Source: an optimization exercise on an open RTL-to-GDS flow (aim: small area, a short achievable clock period and few clock cycles). Production flows keep margins and buffers that such runs may drop.
Function was checked by simulation only, so behaviour that the tests miss may differ from the original.
Power is estimated from default activity; no workload was simulated.

==> inputs of run P <==
// cnn_engine
module cnn_engine (
	input  wire        clk,
	input  wire        reset,
	input  wire        start,
	input  wire [12:0] fm_wr,
	input  wire [16:0] wt_wr,
	output wire [24:0] res,
	output wire        busy,
	output wire        done
);
	reg        fw_q;
	reg [3:0]  fa_q;
	reg [7:0]  fd_q;
	reg        sum_wt_q;  
	reg        rst_q;
	always @(posedge clk) begin
		fw_q  <= fm_wr[12];
		fa_q  <= fm_wr[11:8];
		fd_q  <= fm_wr[7:0];
		sum_wt_q <= wt_wr[16] && (((wt_wr[13:12] == 2'd0) && (wt_wr[11:8] < 4'd9))
			|| (wt_wr[13:12] == 2'd1));
		rst_q <= reset;
	end
	reg [127:0] fm;
	integer k;
	always @(posedge clk) begin
		for (k = 0; k < 16; k = k + 1)
			if (fw_q && (fa_q == k))
				fm[8*k +: 8] <= fd_q;
	end
	reg        sv;       
	reg [3:0]  cnt;      
	reg        busy_q;
	reg        mphase;   
	reg        mdone;    
	reg        out_act;
	reg        ostart;   
	reg [3:0]  oc;       
	reg        done_q;
	reg        res_v;
	reg [3:0]  res_ll;   
	reg [19:0] res_val;
	wire restart = rst_q || sum_wt_q;
	wire accept  = start && !busy_q && !reset;
	wire incl      = sv || (fa_q < cnt);  
	wire iss_delta = !restart && fw_q && incl;
	wire iss_rec   = !restart && !fw_q && !sv;
  ...
clock: 10.0 ns
lec_check: 0
cap_margin: 40
core_margin: 2
core_utilization: 60
cts_cluster_diameter: 80
cts_cluster_size: 20
slew_margin: 20
setup_slack_margin: 6.15
buffer_ports_args: -buffer_cell sky130_fd_sc_hd__buf_4
standard.sh (not shown) runs the stock make flow with config.mk's settings and CLKGATE_MAP_FILE= SYNTH_SCRIPT=/design/flow/synth_recipe.tcl, a recipe that flattens the netlist after the stock synthesis.
==> flow/flow/run.sh <==
#!/bin/bash
set -o pipefail
cp standard.sh standard_sh_copy.txt
sed -i '/SETUP_SLACK_MARGIN/d; /BUFFER_PORTS_ARGS/d' config.mk
echo "export SETUP_SLACK_MARGIN = 6.15" >> config.mk
echo "export BUFFER_PORTS_ARGS = -buffer_cell sky130_fd_sc_hd__buf_4" >> config.mk
cp config.mk config_used.txt
bash standard.sh > standard.log 2>&1
==> run E: changes against run P <==
==> flow/flow/run.sh (replaced) <==
#!/bin/bash
set -o pipefail
cp standard.sh standard_sh_copy.txt
sed -i '/SETUP_SLACK_MARGIN/d; /BUFFER_PORTS_ARGS/d' config.mk
echo "export SETUP_SLACK_MARGIN = 6.4" >> config.mk
echo "export BUFFER_PORTS_ARGS = -buffer_cell sky130_fd_sc_hd__buf_4" >> config.mk
cp config.mk config_used.txt
bash standard.sh > standard.log 2>&1
Settings changed: CTS_CLUSTER_DIAMETER 80 to unset, CTS_CLUSTER_SIZE 20 to unset, SETUP_SLACK_MARGIN 6.15 to 6.4.
==> run A: changes against run P <==
--- a/flow/design.v
+++ b/flow/design.v
@@ -127,36 +127,38 @@
 	bmul i_m0 (.x(x0), .xn(xn0), .d(d0_q), .p(p0));
 	bmul i_m1 (.x(x1), .xn(xn1), .d(d1_q), .p(p1));
 	always @(posedge clk) begin
 		p0_q <= p0;
 		p1_q <= p1;
 	end
-	reg  [18:0] s0_q;
+	reg  [19:0] s0_q;
 	reg  [19:0] s1_q;
 	reg  [15:0] mx_q;
-	wire [18:0] p0e   = v0 ? {{3{p0_q[15]}}, p0_q} : 19'd0;
-	wire [19:0] p1e   = v1 ? {{4{p1_q[15]}}, p1_q} : 20'd0;
+	wire [19:0] p0e   = {{4{p0_q[15]}}, p0_q};
+	wire [19:0] p1e   = {{4{p1_q[15]}}, p1_q};
 	wire [15:0] cmp_b = first ? p1_q : mx_q;
 	wire [16:0] diff  = {cmp_b[15], cmp_b} - {p0_q[15], p0_q};  
 	wire [15:0] mx_n  = diff[16] ? p0_q : cmp_b;
-	wire [18:0] s0_n  = s0_q + p0e;
+	wire [19:0] s0_n  = s0_q + p0e;
 	always @(posedge clk) begin
 		if (rst) begin
-			s0_q <= 19'd0;
+			s0_q <= 20'd0;
 			s1_q <= 20'd0;
 		end else begin
-			s0_q <= s0_n;
-			s1_q <= s1_q + p1e;
+			if (v0)
+				s0_q <= s0_n;
+			if (v1)
+				s1_q <= s1_q + p1e;
 		end
 		if (vmx)
 			mx_q <= mx_n;
 	end
-	assign s0  = {s0_q[18], s0_q};
+	assign s0  = s0_q;
 	assign s1  = s1_q;
 	assign mx  = mx_q;
-	assign s0n = {s0_n[18], s0_n};
+	assign s0n = v0 ? s0_n : s0_q;
 	assign mxn = vmx ? mx_n : mx_q;
 endmodule
 `default_nettype wire
 `default_nettype none
 module cnn_engine (
 	input  wire        clk,
@@ -168,20 +170,25 @@
 	output wire        busy,
 	output wire        done
 );
 	reg        fw_q;
 	reg [3:0]  fa_q;
 	reg [7:0]  fd_q;
-	reg        sum_wt_q;  
+	reg        ww_q;
+	reg [1:0]  wl_q;
+	reg [5:0]  wa_q;
+	reg [7:0]  wd_q;
 	reg        rst_q;
 	always @(posedge clk) begin
 		fw_q  <= fm_wr[12];
 		fa_q  <= fm_wr[11:8];
 		fd_q  <= fm_wr[7:0];
-		sum_wt_q <= wt_wr[16] && (((wt_wr[13:12] == 2'd0) && (wt_wr[11:8] < 4'd9))
-			|| (wt_wr[13:12] == 2'd1));
+		ww_q  <= wt_wr[16];
+		wl_q  <= wt_wr[15:14];
+		wa_q  <= wt_wr[13:8];
+		wd_q  <= wt_wr[7:0];
 		rst_q <= reset;
 	end
 	reg [127:0] fm;
 	integer k;
 	always @(posedge clk) begin
 		for (k = 0; k < 16; k = k + 1)
@@ -197,13 +204,14 @@
 	reg        ostart;   
 	reg [3:0]  oc;       
 	reg        done_q;
 	reg        res_v;
 	reg [3:0]  res_ll;   
 	reg [19:0] res_val;
-	wire restart = rst_q || sum_wt_q;
+	wire sum_wt  = ww_q && (((wa_q[5:4] == 2'd0) && (wa_q[3:0] < 4'd9)) || (wa_q[5:4] == 2'd1));
+	wire restart = rst_q || sum_wt;
 	wire accept  = start && !busy_q && !reset;
 	wire incl      = sv || (fa_q < cnt);  
 	wire iss_delta = !restart && fw_q && incl;
 	wire iss_rec   = !restart && !fw_q && !sv;
 	wire iss_max   = !restart && !fw_q && sv && busy_q && !mdone;
 	reg [3:0] cnt_n;
@@ -284,16 +292,16 @@
 		for (g = 0; g < 4; g = g + 1) begin : g_lane
 			mac_lane #(
 				.lane_index (g)
 			) i_mac_lane (
 				.clk     (clk),
 				.rst     (restart),
-				.wt_we   (wt_wr[16]),
-				.wt_lane (wt_wr[15:14]),
-				.wt_addr (wt_wr[13:8]),
-				.wt_data (wt_wr[7:0]),
+				.wt_we   (ww_q),
+				.wt_lane (wl_q),
+				.wt_addr (wa_q),
+				.wt_data (wd_q),
 				.idx     (idx_q),
 				.ymax    (ymax),
 				.x0      (x0_q),
 				.xn0     (xn0_q),
 				.x1      (x1_q),
 				.xn1     (xn1_q),
==> flow/run.sh (new file) <==
#!/bin/bash
# synth_recipe.tcl (not shown) runs the flow's synth.tcl, then flattens the netlist and writes it again
# the make line also repeats each setting of config.mk as NAME=value (left out here)
make -C /OpenROAD-flow-scripts/flow DESIGN_CONFIG=/design/flow/config.mk WORK_HOME=/design/flow/orfs CLKGATE_MAP_FILE= SYNTH_SCRIPT=/design/flow/synth_recipe.tcl finish
Settings changed: BUFFER_PORTS_ARGS -buffer_cell sky130_fd_sc_hd__buf_4 to unset, CTS_CLUSTER_DIAMETER 80 to unset, CTS_CLUSTER_SIZE 20 to unset, SETUP_SLACK_MARGIN 6.15 to unset.
removed: flow/flow/run.sh
removed: flow/standard.sh
==> out/results.ini <==
[drt]
viasPerCell=6.39
wirelength_microns=230000

[setup_path]
ff2ff_setup_slack_ns=5.63
crit_cells=11

[cells_and_area]
drive_gt1_share_pct=13.3
buffer_area_share_pct=2.02
signal_buffers=216

[global_routing]
grt_pass1_vias=54300

[floorplanning]
die_x_microns=390

[yosys]
yosys.area_share.xor_xnor_pct=2.13

[run_status]
outcome=timing/DRC/antenna clean

[placement]
gp_congestion=0.955

# the run above: run A

==> out/results.ini <==
[cells_and_area]
buffer_area_share_pct=2.58
drive_gt1_share_pct=15.6
signal_buffers=224

[drt]
viasPerCell=6.42
wirelength_microns=229000

[global_routing]
grt_pass1_vias=52100

[run_status]
outcome=timing/DRC/antenna clean

[setup_path]
crit_cells=10

# the run above: run P

==> out/results.ini <==
[clocking]
clockBufferDepth=3
post_cts_buffers=40

[setup_path]
r2r-end=g_lane[1].i_mac_lane.p1_q[15]
crit_cells=16

[pwr]
peakVddDrop_uv=218

[yosys]
yosys.area_share.xor_xnor_pct=2.41

[floorplanning]
die_h_microns=386
die_x_microns=386

[drt]
wirelength_microns=238000
viasPerCell=6.41

[global_routing]
grt_pass1_vias=53300

[cells_and_area]
drive_gt1_share_pct=21.5
buffer_area_share_pct=4.11
signal_buffers=361

[run_status]
outcome=timing/DRC/antenna clean

# the run above: run E

Testbench counts of run P, summed over its fixed seeds: cycles 2,976.
Testbench counts of run E, summed over its fixed seeds: cycles 2,976.
Testbench counts of run A, summed over its fixed seeds: cycles 2,976.

========
==> inputs of run a <==
cnn_engine with an RTL version that a note above also has.
==> flow/config.mk <==
export PLATFORM = sky130hd
export DESIGN_NAME = cnn_engine
export DESIGN_NICKNAME = cnn_engine
export VERILOG_FILES = /design/flow/design.v
export SDC_FILE = /design/flow/constraint.sdc
export NUM_CORES = 4
export LEC_CHECK = 0
export CAP_MARGIN = 40
export CORE_MARGIN = 2
export CORE_UTILIZATION = 60
export SLEW_MARGIN = 20
export SETUP_SLACK_MARGIN = 6.2
==> flow/constraint.sdc <==
create_clock -name core_clock -period 10.0 [get_ports {clk}]
set_input_delay 2.0000 -clock core_clock [delete_from_list [all_inputs] [get_ports {clk}]]
set_output_delay 2.0000 -clock core_clock [all_outputs]
set_load 0.01 [all_outputs]
==> flow/flow/run.sh <==
#!/bin/bash
set -o pipefail
cp standard.sh standard_sh_copy.txt
sed -i '/SETUP_SLACK_MARGIN/d' config.mk
echo "export SETUP_SLACK_MARGIN = 6.2" >> config.mk
cp config.mk config_used.txt
bash standard.sh > standard.log 2>&1
==> run b: changes against run a <==
--- a/flow/design.v
+++ b/flow/design.v
@@ -127,38 +127,36 @@
 	bmul i_m0 (.x(x0), .xn(xn0), .d(d0_q), .p(p0));
 	bmul i_m1 (.x(x1), .xn(xn1), .d(d1_q), .p(p1));
 	always @(posedge clk) begin
 		p0_q <= p0;
 		p1_q <= p1;
 	end
-	reg  [19:0] s0_q;
+	reg  [18:0] s0_q;
 	reg  [19:0] s1_q;
 	reg  [15:0] mx_q;
-	wire [19:0] p0e   = {{4{p0_q[15]}}, p0_q};
-	wire [19:0] p1e   = {{4{p1_q[15]}}, p1_q};
+	wire [18:0] p0e   = v0 ? {{3{p0_q[15]}}, p0_q} : 19'd0;
+	wire [19:0] p1e   = v1 ? {{4{p1_q[15]}}, p1_q} : 20'd0;
 	wire [15:0] cmp_b = first ? p1_q : mx_q;
 	wire [16:0] diff  = {cmp_b[15], cmp_b} - {p0_q[15], p0_q};  
 	wire [15:0] mx_n  = diff[16] ? p0_q : cmp_b;
-	wire [19:0] s0_n  = s0_q + p0e;
+	wire [18:0] s0_n  = s0_q + p0e;
 	always @(posedge clk) begin
 		if (rst) begin
-			s0_q <= 20'd0;
+			s0_q <= 19'd0;
 			s1_q <= 20'd0;
 		end else begin
-			if (v0)
-				s0_q <= s0_n;
-			if (v1)
-				s1_q <= s1_q + p1e;
+			s0_q <= s0_n;
+			s1_q <= s1_q + p1e;
 		end
 		if (vmx)
 			mx_q <= mx_n;
 	end
-	assign s0  = s0_q;
+	assign s0  = {s0_q[18], s0_q};
 	assign s1  = s1_q;
 	assign mx  = mx_q;
-	assign s0n = v0 ? s0_n : s0_q;
+	assign s0n = {s0_n[18], s0_n};
 	assign mxn = vmx ? mx_n : mx_q;
 endmodule
 `default_nettype wire
 `default_nettype none
 module cnn_engine (
 	input  wire        clk,
@@ -170,25 +168,20 @@
 	output wire        busy,
 	output wire        done
 );
 	reg        fw_q;
 	reg [3:0]  fa_q;
 	reg [7:0]  fd_q;
-	reg        ww_q;
-	reg [1:0]  wl_q;
-	reg [5:0]  wa_q;
-	reg [7:0]  wd_q;
+	reg        sum_wt_q;  
 	reg        rst_q;
 	always @(posedge clk) begin
 		fw_q  <= fm_wr[12];
 		fa_q  <= fm_wr[11:8];
 		fd_q  <= fm_wr[7:0];
-		ww_q  <= wt_wr[16];
-		wl_q  <= wt_wr[15:14];
-		wa_q  <= wt_wr[13:8];
-		wd_q  <= wt_wr[7:0];
+		sum_wt_q <= wt_wr[16] && (((wt_wr[13:12] == 2'd0) && (wt_wr[11:8] < 4'd9))
+			|| (wt_wr[13:12] == 2'd1));
 		rst_q <= reset;
 	end
 	reg [127:0] fm;
 	integer k;
 	always @(posedge clk) begin
 		for (k = 0; k < 16; k = k + 1)
@@ -204,14 +197,13 @@
 	reg        ostart;   
 	reg [3:0]  oc;       
 	reg        done_q;
 	reg        res_v;
 	reg [3:0]  res_ll;   
 	reg [19:0] res_val;
-	wire sum_wt  = ww_q && (((wa_q[5:4] == 2'd0) && (wa_q[3:0] < 4'd9)) || (wa_q[5:4] == 2'd1));
-	wire restart = rst_q || sum_wt;
+	wire restart = rst_q || sum_wt_q;
 	wire accept  = start && !busy_q && !reset;
 	wire incl      = sv || (fa_q < cnt);  
 	wire iss_delta = !restart && fw_q && incl;
 	wire iss_rec   = !restart && !fw_q && !sv;
 	wire iss_max   = !restart && !fw_q && sv && busy_q && !mdone;
 	reg [3:0] cnt_n;
@@ -292,16 +284,16 @@
 		for (g = 0; g < 4; g = g + 1) begin : g_lane
 			mac_lane #(
 				.lane_index (g)
 			) i_mac_lane (
 				.clk     (clk),
 				.rst     (restart),
-				.wt_we   (ww_q),
-				.wt_lane (wl_q),
-				.wt_addr (wa_q),
-				.wt_data (wd_q),
+				.wt_we   (wt_wr[16]),
+				.wt_lane (wt_wr[15:14]),
+				.wt_addr (wt_wr[13:8]),
+				.wt_data (wt_wr[7:0]),
 				.idx     (idx_q),
 				.ymax    (ymax),
 				.x0      (x0_q),
 				.xn0     (xn0_q),
 				.x1      (x1_q),
 				.xn1     (xn1_q),
==> flow/flow/run.sh (replaced) <==
#!/bin/bash
set -o pipefail
cp standard.sh standard_sh_copy.txt
sed -i '/SETUP_SLACK_MARGIN/d; /BUFFER_PORTS_ARGS/d' config.mk
echo "export SETUP_SLACK_MARGIN = 6.0" >> config.mk
echo "export BUFFER_PORTS_ARGS = -buffer_cell sky130_fd_sc_hd__buf_4" >> config.mk
cp config.mk config_used.txt
bash standard.sh > standard.log 2>&1
--- a/flow/config.mk
+++ b/flow/config.mk
@@ -5,8 +5,11 @@
 export SDC_FILE = /design/flow/constraint.sdc
 export NUM_CORES = 4
 export LEC_CHECK = 0
 export CAP_MARGIN = 40
 export CORE_MARGIN = 2
 export CORE_UTILIZATION = 60
+export CTS_CLUSTER_DIAMETER = 80
+export CTS_CLUSTER_SIZE = 20
 export SLEW_MARGIN = 20
-export SETUP_SLACK_MARGIN = 6.2
+export SETUP_SLACK_MARGIN = 6.0
+export BUFFER_PORTS_ARGS = -buffer_cell sky130_fd_sc_hd__buf_4
==> run c: changes against run a <==
--- a/flow/design.v
+++ b/flow/design.v
@@ -127,38 +127,36 @@
 	bmul i_m0 (.x(x0), .xn(xn0), .d(d0_q), .p(p0));
 	bmul i_m1 (.x(x1), .xn(xn1), .d(d1_q), .p(p1));
 	always @(posedge clk) begin
 		p0_q <= p0;
 		p1_q <= p1;
 	end
-	reg  [19:0] s0_q;
+	reg  [18:0] s0_q;
 	reg  [19:0] s1_q;
 	reg  [15:0] mx_q;
-	wire [19:0] p0e   = {{4{p0_q[15]}}, p0_q};
-	wire [19:0] p1e   = {{4{p1_q[15]}}, p1_q};
+	wire [18:0] p0e   = v0 ? {{3{p0_q[15]}}, p0_q} : 19'd0;
+	wire [19:0] p1e   = v1 ? {{4{p1_q[15]}}, p1_q} : 20'd0;
 	wire [15:0] cmp_b = first ? p1_q : mx_q;
 	wire [16:0] diff  = {cmp_b[15], cmp_b} - {p0_q[15], p0_q};  
 	wire [15:0] mx_n  = diff[16] ? p0_q : cmp_b;
-	wire [19:0] s0_n  = s0_q + p0e;
+	wire [18:0] s0_n  = s0_q + p0e;
 	always @(posedge clk) begin
 		if (rst) begin
-			s0_q <= 20'd0;
+			s0_q <= 19'd0;
 			s1_q <= 20'd0;
 		end else begin
-			if (v0)
-				s0_q <= s0_n;
-			if (v1)
-				s1_q <= s1_q + p1e;
+			s0_q <= s0_n;
+			s1_q <= s1_q + p1e;
 		end
 		if (vmx)
 			mx_q <= mx_n;
 	end
-	assign s0  = s0_q;
+	assign s0  = {s0_q[18], s0_q};
 	assign s1  = s1_q;
 	assign mx  = mx_q;
-	assign s0n = v0 ? s0_n : s0_q;
+	assign s0n = {s0_n[18], s0_n};
 	assign mxn = vmx ? mx_n : mx_q;
 endmodule
 `default_nettype wire
 `default_nettype none
 module cnn_engine (
 	input  wire        clk,
@@ -170,25 +168,20 @@
 	output wire        busy,
 	output wire        done
 );
 	reg        fw_q;
 	reg [3:0]  fa_q;
 	reg [7:0]  fd_q;
-	reg        ww_q;
-	reg [1:0]  wl_q;
-	reg [5:0]  wa_q;
-	reg [7:0]  wd_q;
+	reg        sum_wt_q;  
 	reg        rst_q;
 	always @(posedge clk) begin
 		fw_q  <= fm_wr[12];
 		fa_q  <= fm_wr[11:8];
 		fd_q  <= fm_wr[7:0];
-		ww_q  <= wt_wr[16];
-		wl_q  <= wt_wr[15:14];
-		wa_q  <= wt_wr[13:8];
-		wd_q  <= wt_wr[7:0];
+		sum_wt_q <= wt_wr[16] && (((wt_wr[13:12] == 2'd0) && (wt_wr[11:8] < 4'd9))
+			|| (wt_wr[13:12] == 2'd1));
 		rst_q <= reset;
 	end
 	reg [127:0] fm;
 	integer k;
 	always @(posedge clk) begin
 		for (k = 0; k < 16; k = k + 1)
@@ -204,14 +197,13 @@
 	reg        ostart;   
 	reg [3:0]  oc;       
 	reg        done_q;
 	reg        res_v;
 	reg [3:0]  res_ll;   
 	reg [19:0] res_val;
-	wire sum_wt  = ww_q && (((wa_q[5:4] == 2'd0) && (wa_q[3:0] < 4'd9)) || (wa_q[5:4] == 2'd1));
-	wire restart = rst_q || sum_wt;
+	wire restart = rst_q || sum_wt_q;
 	wire accept  = start && !busy_q && !reset;
 	wire incl      = sv || (fa_q < cnt);  
 	wire iss_delta = !restart && fw_q && incl;
 	wire iss_rec   = !restart && !fw_q && !sv;
 	wire iss_max   = !restart && !fw_q && sv && busy_q && !mdone;
 	reg [3:0] cnt_n;
@@ -292,16 +284,16 @@
 		for (g = 0; g < 4; g = g + 1) begin : g_lane
 			mac_lane #(
 				.lane_index (g)
 			) i_mac_lane (
 				.clk     (clk),
 				.rst     (restart),
-				.wt_we   (ww_q),
-				.wt_lane (wl_q),
-				.wt_addr (wa_q),
-				.wt_data (wd_q),
+				.wt_we   (wt_wr[16]),
+				.wt_lane (wt_wr[15:14]),
+				.wt_addr (wt_wr[13:8]),
+				.wt_data (wt_wr[7:0]),
 				.idx     (idx_q),
 				.ymax    (ymax),
 				.x0      (x0_q),
 				.xn0     (xn0_q),
 				.x1      (x1_q),
 				.xn1     (xn1_q),
--- a/flow/config.mk
+++ b/flow/config.mk
@@ -5,8 +5,10 @@
 export SDC_FILE = /design/flow/constraint.sdc
 export NUM_CORES = 4
 export LEC_CHECK = 0
 export CAP_MARGIN = 40
 export CORE_MARGIN = 2
 export CORE_UTILIZATION = 60
+export CTS_CLUSTER_DIAMETER = 80
+export CTS_CLUSTER_SIZE = 20
 export SLEW_MARGIN = 20
 export SETUP_SLACK_MARGIN = 6.2
==> notes <==
- Run b went through all stages and came out clean. Run a produced a clean layout. Run c produced a clean layout.
- Clock power: run b < run c < run a.
- Against run c, the non-clock buffer count of run b is lower by 71.
- The lowest combinational power belongs to run b, the highest to run a.
- Final cell count: run a is larger than run c (5.4%).
- In run c the maximum frequency is smaller than in run a, by 2.3%.
Testbench counts of run a, summed over its fixed seeds: cycles 2,976.
Testbench counts of run b, summed over its fixed seeds: cycles 2,976.
Testbench counts of run c, summed over its fixed seeds: cycles 2,976.

-- afterwards: timing with drivers on the ports --
No port has a modelled driver above. Below, the same layouts with a new extraction and two added sets of constraints. Step 1 assumes that a clkbuf_16 drives the clock port and a buf_2 every other input. Step 2 also shifts input and output timing later by t, the mid clock arrival at the registers, as if the neighbouring blocks saw the same clock. a / b / c = ideal ports / drivers / drivers and shift; a / b = the first two.
run | t (ns) | setup slack, ns | worst setup path at the end | slew at the worst register clock pin (ns) | worst slew at a driven data input, ns
run P of note 1 | 0.840 | 6.212 / 6.257 / 5.424 | input to register | 0.09 / 0.09 | 0.04
run E of note 1 | 0.876 | 6.232 / 6.232 / 5.681 | input to register | 0.07 / 0.07 | 0.05
run A of note 1 | 0.865 | 5.190 / 5.240 / 4.374 | input to register | 0.06 / 0.06 | 0.16
run a of note 2 | 0.880 | 6.217 / 6.147 / 5.478 | input to register | 0.07 / 0.07 | 0.17
run b of note 2 | 0.824 | 6.140 / 6.140 / 5.462 | input to register | 0.09 / 0.09 | 0.04
run c of note 2 | 0.824 | 6.129 / 6.171 / 5.364 | input to register | 0.09 / 0.09 | 0.04
After both steps every run listed still meets setup and hold. The setup slack of run A of note 1, which loses most, moves by +0.050 ns with the drivers and by -0.816 ns with both steps.
